This is an optimization exercise on Yosys and OpenROAD, whose aim is small area, a short achievable clock period and few clock cycles, not a production implementation. Only simulation tests tie the RTL to the original design; equivalence was not proved. No activity file was given, so power comes from the tool's default toggle rates.

## flow/design.v

```verilog
`timescale 1ns/100ps
module grid_store (
  input  logic        clk,
  input  logic        reset,
  input  logic        wr_en_i,
  input  logic [3:0]  wr_idx_i,
  input  logic [2:0]  wr_third_en_i,
  input  logic [80:0] wr_row_i,
  input  logic [3:0]  rd_a_idx_i,
  input  logic [3:0]  rd_b_idx_i,
  output logic [80:0] rd_a_row_o,
  output logic [80:0] rd_b_row_o
);
  logic [80:0] grid [0:8];
  genvar r, t;
  generate
    for (r = 0; r < 9; r = r + 1) begin : g_row
      for (t = 0; t < 3; t = t + 1) begin : g_third
        always_ff @(posedge clk) begin
          if (reset) begin
            grid[r][t*27 +: 27] <= '0;
          end else if (wr_en_i && (wr_idx_i == r) && wr_third_en_i[t]) begin
            grid[r][t*27 +: 27] <= wr_row_i[t*27 +: 27];
          end
        end
      end
    end
  endgenerate
  always_comb begin
    rd_a_row_o = '0;
    rd_b_row_o = '0;
    for (int i = 0; i < 9; i++) begin
      if (rd_a_idx_i == i) rd_a_row_o = grid[i];
      if (rd_b_idx_i == i) rd_b_row_o = grid[i];
    end
  end
endmodule
`timescale 1ns/100ps
module sweep_sequencer (
  input  logic        clk,
  input  logic        reset,
  input  logic        load_en_i,
  input  logic [3:0]  load_idx_i,
  input  logic [2:0]  load_third_en_i,
  input  logic [80:0] load_row_i,
  input  logic        start_i,
  input  logic        abort_i,
  input  logic        prune_wr_en_i,
  input  logic [3:0]  prune_wr_idx_i,
  input  logic [80:0] prune_wr_row_i,
  input  logic        changed_i,
  input  logic        emptied_i,
  input  logic        row_solved_i,
  input  logic        stream_done_i,
  output logic        grid_wr_en_o,
  output logic [3:0]  grid_wr_idx_o,
  output logic [2:0]  grid_wr_third_en_o,
  output logic [80:0] grid_wr_row_o,
  output logic [3:0]  scan_idx_o,
  output logic        scan_en_o,
  output logic        prune_en_o,
  output logic        busy_o,
  output logic        solved_o,
  output logic        stuck_o,
  output logic        stream_start_o
);
  localparam logic [2:0] ST_IDLE    = 3'd0;
  localparam logic [2:0] ST_SCAN    = 3'd1;
  localparam logic [2:0] ST_PRUNE   = 3'd2;
  localparam logic [2:0] ST_DRAIN   = 3'd3;
  localparam logic [2:0] ST_VERDICT = 3'd4;
  localparam logic [2:0] ST_STREAM  = 3'd5;
  logic [2:0] state;
  logic [3:0] idx;
  logic       any_changed;
  logic       any_emptied;
  logic       all_solved;
  logic       solving;
  logic       finish;
  logic       last_row;
  assign solving  = (state != ST_IDLE) && (state != ST_STREAM);
  assign last_row = (idx == 4'd8);
  assign finish   = all_solved | any_emptied | ~any_changed;
  always_ff @(posedge clk) begin
    if (reset) begin
      state       <= ST_IDLE;
      idx         <= '0;
      any_changed <= 1'b0;
      any_emptied <= 1'b0;
      all_solved  <= 1'b1;
      solved_o    <= 1'b0;
      stuck_o     <= 1'b0;
    end else begin
      if (prune_wr_en_i) begin   
        any_changed <= any_changed | changed_i;
        any_emptied <= any_emptied | emptied_i;
        all_solved  <= all_solved & row_solved_i;
      end
      if (abort_i && solving) begin
        state <= ST_IDLE;
      end else begin
        case (state)
          ST_IDLE: begin
            if (start_i) begin
              state       <= ST_SCAN;
              idx         <= '0;
              solved_o    <= 1'b0;
              stuck_o     <= 1'b0;
              any_changed <= 1'b0;
              any_emptied <= 1'b0;
              all_solved  <= 1'b1;
            end
          end
          ST_SCAN: begin
            idx <= last_row ? 4'd0 : idx + 4'd1;
            if (last_row) state <= ST_PRUNE;
          end
          ST_PRUNE: begin
            idx <= last_row ? 4'd0 : idx + 4'd1;
            if (last_row) state <= ST_DRAIN;
          end
          ST_DRAIN: state <= ST_VERDICT;   
          ST_VERDICT: begin
            if (finish) begin
              state    <= ST_STREAM;
              solved_o <= all_solved;
              stuck_o  <= ~all_solved;
            end else begin
              state       <= ST_SCAN;
              any_changed <= 1'b0;
              any_emptied <= 1'b0;
              all_solved  <= 1'b1;
            end
          end
          ST_STREAM: if (stream_done_i) state <= ST_IDLE;
          default: state <= ST_IDLE;
        endcase
      end
    end
  end
  assign scan_idx_o     = idx;
  assign scan_en_o      = (state == ST_SCAN);
  assign prune_en_o     = (state == ST_PRUNE);
  assign busy_o         = (state != ST_IDLE);
  assign stream_start_o = (state == ST_VERDICT) && finish && !abort_i;
  assign grid_wr_en_o       = busy_o ? prune_wr_en_i  : load_en_i;
  assign grid_wr_idx_o      = busy_o ? prune_wr_idx_i : load_idx_i;
  assign grid_wr_third_en_o = busy_o ? 3'b111         : load_third_en_i;
  assign grid_wr_row_o      = busy_o ? prune_wr_row_i : load_row_i;
endmodule
`timescale 1ns/100ps
module unit_mask_accumulator (
  input  logic        clk,
  input  logic        reset,
  input  logic        scan_en_i,
  input  logic        clear_i,
  input  logic [3:0]  idx_i,
  input  logic [80:0] row_i,
  output logic [80:0] row_m_o,
  output logic [80:0] col_m_o,
  output logic [80:0] box_m_o
);
  logic [80:0] settled;      
  logic [8:0]  row_used;
  logic [26:0] third_used;   
  logic [80:0] row_m_d;
  logic [80:0] col_m_d;
  logic [80:0] box_m_d;
  genvar c;
  generate
    for (c = 0; c < 9; c = c + 1) begin : g_cell
      logic [8:0] cv;
      logic [8:0] low;
      assign cv = row_i[c*9 +: 9];
      assign low  = cv & (cv - 9'd1);
      assign settled[c*9 +: 9] = ((cv != 9'd0) && (low == 9'd0)) ? cv : 9'd0;
    end
  endgenerate
  always_comb begin
    row_used   = '0;
    third_used = '0;
    for (int k = 0; k < 9; k++) begin
      row_used = row_used | settled[k*9 +: 9];
      third_used[(k/3)*9 +: 9] = third_used[(k/3)*9 +: 9] | settled[k*9 +: 9];
    end
    row_m_d = clear_i ? '0 : row_m_o;   
    col_m_d = clear_i ? '0 : col_m_o;
    box_m_d = clear_i ? '0 : box_m_o;
    if (scan_en_i) begin
      for (int u = 0; u < 9; u++) begin
        if (idx_i == u) row_m_d[u*9 +: 9] = row_m_d[u*9 +: 9] | row_used;
        col_m_d[u*9 +: 9] = col_m_d[u*9 +: 9] | settled[u*9 +: 9];
        if (idx_i / 3 == u / 3)
          box_m_d[u*9 +: 9] = box_m_d[u*9 +: 9] | third_used[(u%3)*9 +: 9];
      end
    end
  end
  always_ff @(posedge clk) begin
    if (reset) begin
      row_m_o <= '0;
      col_m_o <= '0;
      box_m_o <= '0;
    end else if (scan_en_i || clear_i) begin
      row_m_o <= row_m_d;
      col_m_o <= col_m_d;
      box_m_o <= box_m_d;
    end
  end
endmodule
`timescale 1ns/100ps
module candidate_pruner (
  input  logic        clk,
  input  logic        reset,
  input  logic        prune_en_i,
  input  logic [3:0]  idx_i,
  input  logic [80:0] row_i,
  input  logic [80:0] row_m_i,
  input  logic [80:0] col_m_i,
  input  logic [80:0] box_m_i,
  output logic        wr_en_o,
  output logic [3:0]  wr_idx_o,
  output logic [80:0] wr_row_o,
  output logic        changed_o,
  output logic        emptied_o,
  output logic        row_solved_o
);
  logic [80:0] pruned;
  logic [8:0]  row_used;
  logic [26:0] box_used;    
  logic [8:0]  any_empty_c;
  logic [8:0]  single_c;
  logic        any_empty;
  logic        all_single;
  logic [3:0]  idx_q;
  logic [80:0] row_q;
  always_comb begin
    row_used = '0;
    box_used = '0;
    for (int u = 0; u < 9; u++) begin
      if (idx_i == u) row_used = row_m_i[u*9 +: 9];
      if (idx_i / 3 == u / 3) box_used[(u%3)*9 +: 9] = box_m_i[u*9 +: 9];
    end
  end
  genvar c;
  generate
    for (c = 0; c < 9; c = c + 1) begin : g_cell
      logic [8:0] cv;
      logic [8:0] used;
      logic [8:0] p;
      logic       multi;
      assign cv  = row_i[c*9 +: 9];
      assign used  = row_used | col_m_i[c*9 +: 9] | box_used[(c/3)*9 +: 9];
      assign multi = ((cv & (cv - 9'd1)) != 9'd0);
      assign p     = multi ? (cv & ~used) : cv;   
      assign pruned[c*9 +: 9] = p;
      assign any_empty_c[c]   = (p == 9'd0);
      assign single_c[c]      = (p != 9'd0) && ((p & (p - 9'd1)) == 9'd0);
    end
  endgenerate
  assign any_empty  = |any_empty_c;
  assign all_single = &single_c;
  always_ff @(posedge clk) begin
    if (reset) begin
      wr_en_o      <= 1'b0;
      changed_o    <= 1'b0;
      emptied_o    <= 1'b0;
      row_solved_o <= 1'b0;
    end else begin
      wr_en_o      <= prune_en_i;
      changed_o    <= prune_en_i && (pruned != row_i);
      emptied_o    <= prune_en_i && any_empty;
      row_solved_o <= prune_en_i && all_single;
    end
  end
  always_ff @(posedge clk) begin
    if (prune_en_i) begin
      idx_q <= idx_i;
      row_q <= pruned;
    end
  end
  assign wr_idx_o = idx_q;
  assign wr_row_o = row_q;
endmodule
`timescale 1ns/100ps
module row_streamer (
  input  logic        clk,
  input  logic        reset,
  input  logic        start_i,
  input  logic        credit_return_i,
  input  logic [80:0] rd_row_i,
  output logic [3:0]  rd_idx_o,
  output logic        valid_o,
  output logic [3:0]  idx_o,
  output logic [80:0] row_o,
  output logic        done_o
);
  localparam logic [1:0] CREDIT_MAX = 2'd2;   
  logic [1:0] credits;
  logic       active;
  logic [3:0] idx;
  logic       send;
  assign send     = active && (credits != 2'd0);   
  assign done_o   = send && (idx == 4'd8);
  assign rd_idx_o = idx;
  assign valid_o  = send;
  assign idx_o    = idx;
  assign row_o    = rd_row_i;
  always_ff @(posedge clk) begin
    if (reset) begin
      credits <= CREDIT_MAX;
      active  <= 1'b0;
      idx     <= '0;
    end else begin
      credits <= credits - {1'b0, send} + {1'b0, credit_return_i};
      if (start_i) begin
        active <= 1'b1;
        idx    <= '0;
      end else if (done_o) begin
        active <= 1'b0;
      end else if (send) begin
        idx <= idx + 4'd1;
      end
    end
  end
endmodule
`timescale 1ns/100ps
module sudoku_solver (
  input  logic        clk,
  input  logic        reset,
  input  logic        load_en_i,
  input  logic [3:0]  load_idx_i,
  input  logic [2:0]  load_third_en_i,   
  input  logic [80:0] load_row_i,
  input  logic        start_i,
  input  logic        abort_i,
  input  logic        credit_return_i,
  output logic        busy_o,
  output logic        solved_o,
  output logic        stuck_o,
  output logic        stream_valid_o,
  output logic [3:0]  stream_idx_o,
  output logic [80:0] stream_row_o
);
  logic        grid_wr_en;
  logic [3:0]  grid_wr_idx;
  logic [2:0]  grid_wr_third_en;
  logic [80:0] grid_wr_row;
  logic        prune_wr_en;
  logic [3:0]  prune_wr_idx;
  logic [80:0] prune_wr_row;
  logic [3:0]  scan_idx;
  logic [3:0]  stream_idx;
  logic [80:0] scan_row;
  logic [80:0] stream_row;
  logic [80:0] row_m;
  logic [80:0] col_m;
  logic [80:0] box_m;
  logic        scan_en;
  logic        prune_en;
  logic        mask_clear;
  logic        changed;
  logic        emptied;
  logic        row_solved;
  logic        stream_start;
  logic        stream_done;
  assign mask_clear = scan_en && (scan_idx == 4'd0);   
  sweep_sequencer u_seq (
    .clk, .reset,
    .load_en_i, .load_idx_i, .load_third_en_i, .load_row_i,
    .start_i, .abort_i,
    .prune_wr_en_i(prune_wr_en), .prune_wr_idx_i(prune_wr_idx), .prune_wr_row_i(prune_wr_row),
    .changed_i(changed), .emptied_i(emptied),
    .row_solved_i(row_solved), .stream_done_i(stream_done),
    .grid_wr_en_o(grid_wr_en), .grid_wr_idx_o(grid_wr_idx),
    .grid_wr_third_en_o(grid_wr_third_en), .grid_wr_row_o(grid_wr_row),
    .scan_idx_o(scan_idx), .scan_en_o(scan_en),
    .prune_en_o(prune_en), .busy_o, .solved_o, .stuck_o,
    .stream_start_o(stream_start)
  );
  grid_store u_grid (
    .clk, .reset,
    .wr_en_i(grid_wr_en), .wr_idx_i(grid_wr_idx), .wr_third_en_i(grid_wr_third_en),
    .wr_row_i(grid_wr_row),
    .rd_a_idx_i(scan_idx), .rd_b_idx_i(stream_idx),
    .rd_a_row_o(scan_row), .rd_b_row_o(stream_row)
  );
  unit_mask_accumulator u_acc (
    .clk, .reset, .scan_en_i(scan_en), .clear_i(mask_clear),
    .idx_i(scan_idx), .row_i(scan_row),
    .row_m_o(row_m), .col_m_o(col_m), .box_m_o(box_m)
  );
  candidate_pruner u_prune (
    .clk, .reset, .prune_en_i(prune_en), .idx_i(scan_idx), .row_i(scan_row),
    .row_m_i(row_m), .col_m_i(col_m), .box_m_i(box_m),
    .wr_en_o(prune_wr_en), .wr_idx_o(prune_wr_idx), .wr_row_o(prune_wr_row),
    .changed_o(changed), .emptied_o(emptied), .row_solved_o(row_solved)
  );
  row_streamer u_stream (
    .clk, .reset, .start_i(stream_start), .credit_return_i,
    .rd_row_i(stream_row), .rd_idx_o(stream_idx),
    .valid_o(stream_valid_o), .idx_o(stream_idx_o), .row_o(stream_row_o),
    .done_o(stream_done)
  );
endmodule
```

## flow/run.sh

```bash
#!/bin/bash
# synth_recipe.tcl (not shown) runs the flow's synth.tcl, then flattens the netlist and writes it again
# the make line also repeats each setting of config.mk as NAME=value (left out here)
make -C /OpenROAD-flow-scripts/flow DESIGN_CONFIG=/design/flow/config.mk WORK_HOME=/design/flow/orfs CLKGATE_MAP_FILE= SYNTH_SCRIPT=/design/flow/synth_recipe.tcl finish
```

## flow/config.mk

```make
export PLATFORM = sky130hd
export DESIGN_NAME = sudoku_solver
export DESIGN_NICKNAME = sudoku_solver
export VERILOG_FILES = /design/flow/design.v
export SDC_FILE = /design/flow/constraint.sdc
export NUM_CORES = 4
export LEC_CHECK = 0
export CAP_MARGIN = 20
export CORE_MARGIN = 2
export CORE_UTILIZATION = 40
export SLEW_MARGIN = 20
```

## flow/constraint.sdc

```tcl
create_clock -name core_clock -period 10.0 [get_ports {clk}]
set_input_delay 2.0000 -clock core_clock [delete_from_list [all_inputs] [get_ports {clk}]]
set_output_delay 2.0000 -clock core_clock [all_outputs]
set_load 0.01 [all_outputs]
```

==> results.txt <==
-- final cells by class --
class,instances,area (µm²),share of cell area
Timing Repair Buffer,323,3030,0.0491
Antenna cell,7,17.5,0.000284
Inverter,126,478,0.00774
Multi-Input combinational cell,4908,29500,0.479
Clock inverter,44,428,0.00693
Clock buffer,174,3510,0.0570
Tap cell,1781,2230,0.0361
Sequential cell,1080,22500,0.364
-- power by group --
part / internal (mW) / switching, mW / total (mW)
registers: 4.59 / 0.189 / 4.78
clock network: 2.60 / 1.92 / 4.52
logic: 1.19 / 3.43 / 4.62
-- registers in the layout, summed over array words and instances, names as in the netlist, 4 cells and up --
signal,flops
u_grid.grid,729
u_acc.box_m_o,81
u_acc.col_m_o,81
u_acc.row_m_o,81
u_prune.row_q,81
u_prune.idx_q,4
u_seq.idx,4
u_stream.idx,4
-- kinds of logic after synthesis --
group | Yosys count | synth area share
xor+xnor | 11 | 0.00176
fa+ha+maj | 20 | 0.00427
buf+inv | 765 | 0.0594
flops | 1080 | 0.410
mux | 113 | 0.0208
simple gates | 2238 | 0.176
compound gates | 2526 | 0.327
-- placed cells by master, fill, tap and decap left out, types with 128 or more instances in the layout --
cell / n
a211oi_1: 761
nand2_1: 434
a221oi_1: 226
o21ai_0: 454
a21oi_1: 205
clkdlybuf4s50_1: 181
nor3_1: 135
a22oi_1: 320
buf_4: 128
nor2_1: 1244
dfxtp_1: 993
-- critical path: cells and delay by family (launching register included) --
family | cells | cell delay, ps
buf+inv | 4 | 1360
compound gates | 7 | 2290
flops | 1 | 450
simple gates | 6 | 2580
fa+ha+maj | 1 | 490
-- metal layers --
metal / share of wire / vias up
li1: - / 24700
met1: 0.42 / 27100
met2: 0.42 / 3591
met3: 0.11 / 678
met4: 0.053 / 12
met5: 0.00035 / -
-- worst max-delay path by stage --
stage	startpoint	end	slack, ps	cells past startpoint
after floorplan	u_seq.state[0]	u_prune.row_solved_o	1230	11
after global placement	u_seq.idx[0]	u_prune.row_solved_o	3030	18
after detailed placement	u_seq.idx[0]	u_prune.row_solved_o	3010	18
after CTS	u_stream.idx[0]	stream_row_o[23]	2820	13
after global routing	u_seq.idx[1]	u_prune.row_solved_o	2610	17
final	u_seq.idx[1]	u_prune.row_solved_o	2670	18
-- stage by stage --
stage | hold slack (ps) | utilization | power (mW) | cell area (µm²)
6_report | 454 | 0.454 | 13.9 | 61700
5_1_grt | 480 | 0.454 | 14.3 | 61700
4_1_cts | 458 | 0.454 | 13.7 | 61700
3_5_place_dp | 450 | 0.425 | 9.29 | 57700
3_3_place_gp | 442 | 0.425 | 9.28 | 57700
2_1_floorplan | 432 | - | 7.54 | 54800
-- cell usage after synthesis (all sizes together), types with 8 or more instances --
master / instances
nand4: 16
a21o: 51
nor3: 143
nand3b: 28
nand2b: 48
a22o: 8
mux2i: 105
nor4: 26
o221ai: 13
nor3b: 8
a221oi: 227
and3: 54
nor2b: 66
inv: 124
a2111oi: 19
nand3: 40
o311a: 14
mux2: 8
a22oi: 320
a222oi: 15
a31oi: 73
nor2: 1277
clkbuf: 451
o22a: 9
a221o: 42
a21oi: 209
or2: 8
dfxtp: 995
ha: 13
buf: 188
o211ai: 71
o221a: 23
and2: 28
a32oi: 15
or4: 8
o311ai: 8
o22ai: 23
o21a: 50
nand2: 437
or3: 21
o21ai: 503
a211oi: 765
edfxtp: 85
==> flow_summary.ini <==
[worst_setup_path]
cp-start-kind = register
cp_data_required_time_ps = 10710
slowest_delay_ps = 950
r2r_cells = 18
endpoint_kind = register
rrSetupSlack_ps = 2670
timing.rr.end = u_prune.row_solved_o
crit_top_cell = buf_4
arrival_ps = 8040
crit_path_cell_trace = inv_1 -> ha_4 -> buf_4 -> and4bb_2 -> buf_4 -> a221oi_1 -> o21ai_1 -> nor4_2 -> a311oi_1 -> a32oi_2 -> buf_4 -> o21a_1 -> nor4_1 -> nand3_1 -> a211oi_1 -> nand2_1 -> a2111oi_0 -> and4_1
critPathKind = reg2reg
worst_path_max_delay_cell = nor4_1
r2r_start = u_seq.idx[1]
cp_max_fo = 29

[timing]
tns_ps = 0
min_period_over_period = 0.733
period_needed_ps = 7330
rsz0062_at_grt = no
fmax_mhz = 136
fin_skew_ps = 32.6
hold_viol_final = 0
worst_slew_pin_slew_ps = 1370
relSlewSlack = 0.0896
setup_viol = 0
layout_setup_ws_ps = 2670
slew_viol_final = 0

[min_path]
hold_end = u_acc.row_m_o[53]
min_from = u_acc.row_m_o[53]
worstHoldPathType = reg2reg
holdPathStages = 2

[logic_synthesis]
synth_seq_cells = 1080
yosys.cell_types.count = 103
syn-instance-count = 6753
synth_area_leaders = dfxtp_1 (36%), a211oi_1 (10%), nor2_1 (8.7%), edfxtp_1 (4.7%), a22oi_1 (4.4%)
ys.flop_type = dfxtp_1
ys_seq_area_frac = 0.410
yosysWarnings = 6
synthArstFlopShare = 0
synth_top_area_share = 0.363
syn-num-nets = 6860
synth_edf_count = 85
yosys.area.top_type = dfxtp_1
netlist_area_um2 = 54800
avgSynthCellArea_um2 = 8.12

[route]
ant_nets = 0
num_vias = 56100
vias_per_cell = 6.65
drtIter0Drc = 8355
drcViolationCount = 0
routed_wl_mm = 253
drtPass1Iterations = 7
routedWlPerCell_um = 30.0

[placement]
dpl_worst_slack_ps = 3010
place_congestion = 1.05
dpl.hpwl_mm = 161
dp.cells = 8218
port_buffers = 182

[global_routing]
first_global_vias = 50800
grt-busiest-layer = met2
use_met3 = 0.0734
antenna_found_initial = 13
grt_use_met2 = 0.500
grt_max_degree = 224
use_met1 = 0.485
gr-total-overflow = 0
grt_use_total = 0.346
grt_pass1_wl_mm = 363

[clock_tree]
cts_made_buffers = 117
clk-insertion-delay-late_ps = 770
h-tree-depth = 3
cts_tree = yes
postCtsSetupRepairBufs = 0
cts_hold_buf = 0
root_buffer = clkbuf_16
cts-resized-gates = 0
cts.clk_slew.worst_paths_ps = 60
clock_sinks = 1080
clk_path_buf_depth = 3

[floorplanning]
ioPinCount = 183
die_area_um2 = 140000
row_count = 135
die_width_um = 374
coreArea_um2 = 136000
die_y_um = 374
start_util = 0.404

[layout]
drive_gt1_frac = 0.0736
area_growth_pct = 12.6
fillers = 13500
num-nets-final = 6663
stdcell_count = 8443

[job]
cap_violations = 0

[power]
power_density_nw_per_um2 = 226
leakage_nw = 21.4
ir_worst_vdd_mv = 0.158

[run_status]
outcome = complete, no violations
Testbench counts, summed over its fixed seeds: cycles 42,508.

[static timing again, ports no longer ideal]
The flow's constraints put no driver on any port. The routed layout listed below was extracted and timed again, unchanged, in two steps.
Step 1 assumes that a clkbuf_16 drives the clock port and a buf_2 every other input.
Step 2, shift: input delay + t, output delay - t, t = (earliest + latest rising clock arrival at the registers) / 2. This alone moves slack from input paths to output paths.
Three values: ideal, step 1, step 2; two values: the first two.
t, ns: 0.839
slack for setup (ns): 2.671 / 2.634 / 2.671
worst setup path after step 2: register to register
After both steps this run still meets setup and hold. For this run, drivers alone change the setup slack by -0.037 ns; drivers and shift together by 0.000 ns.
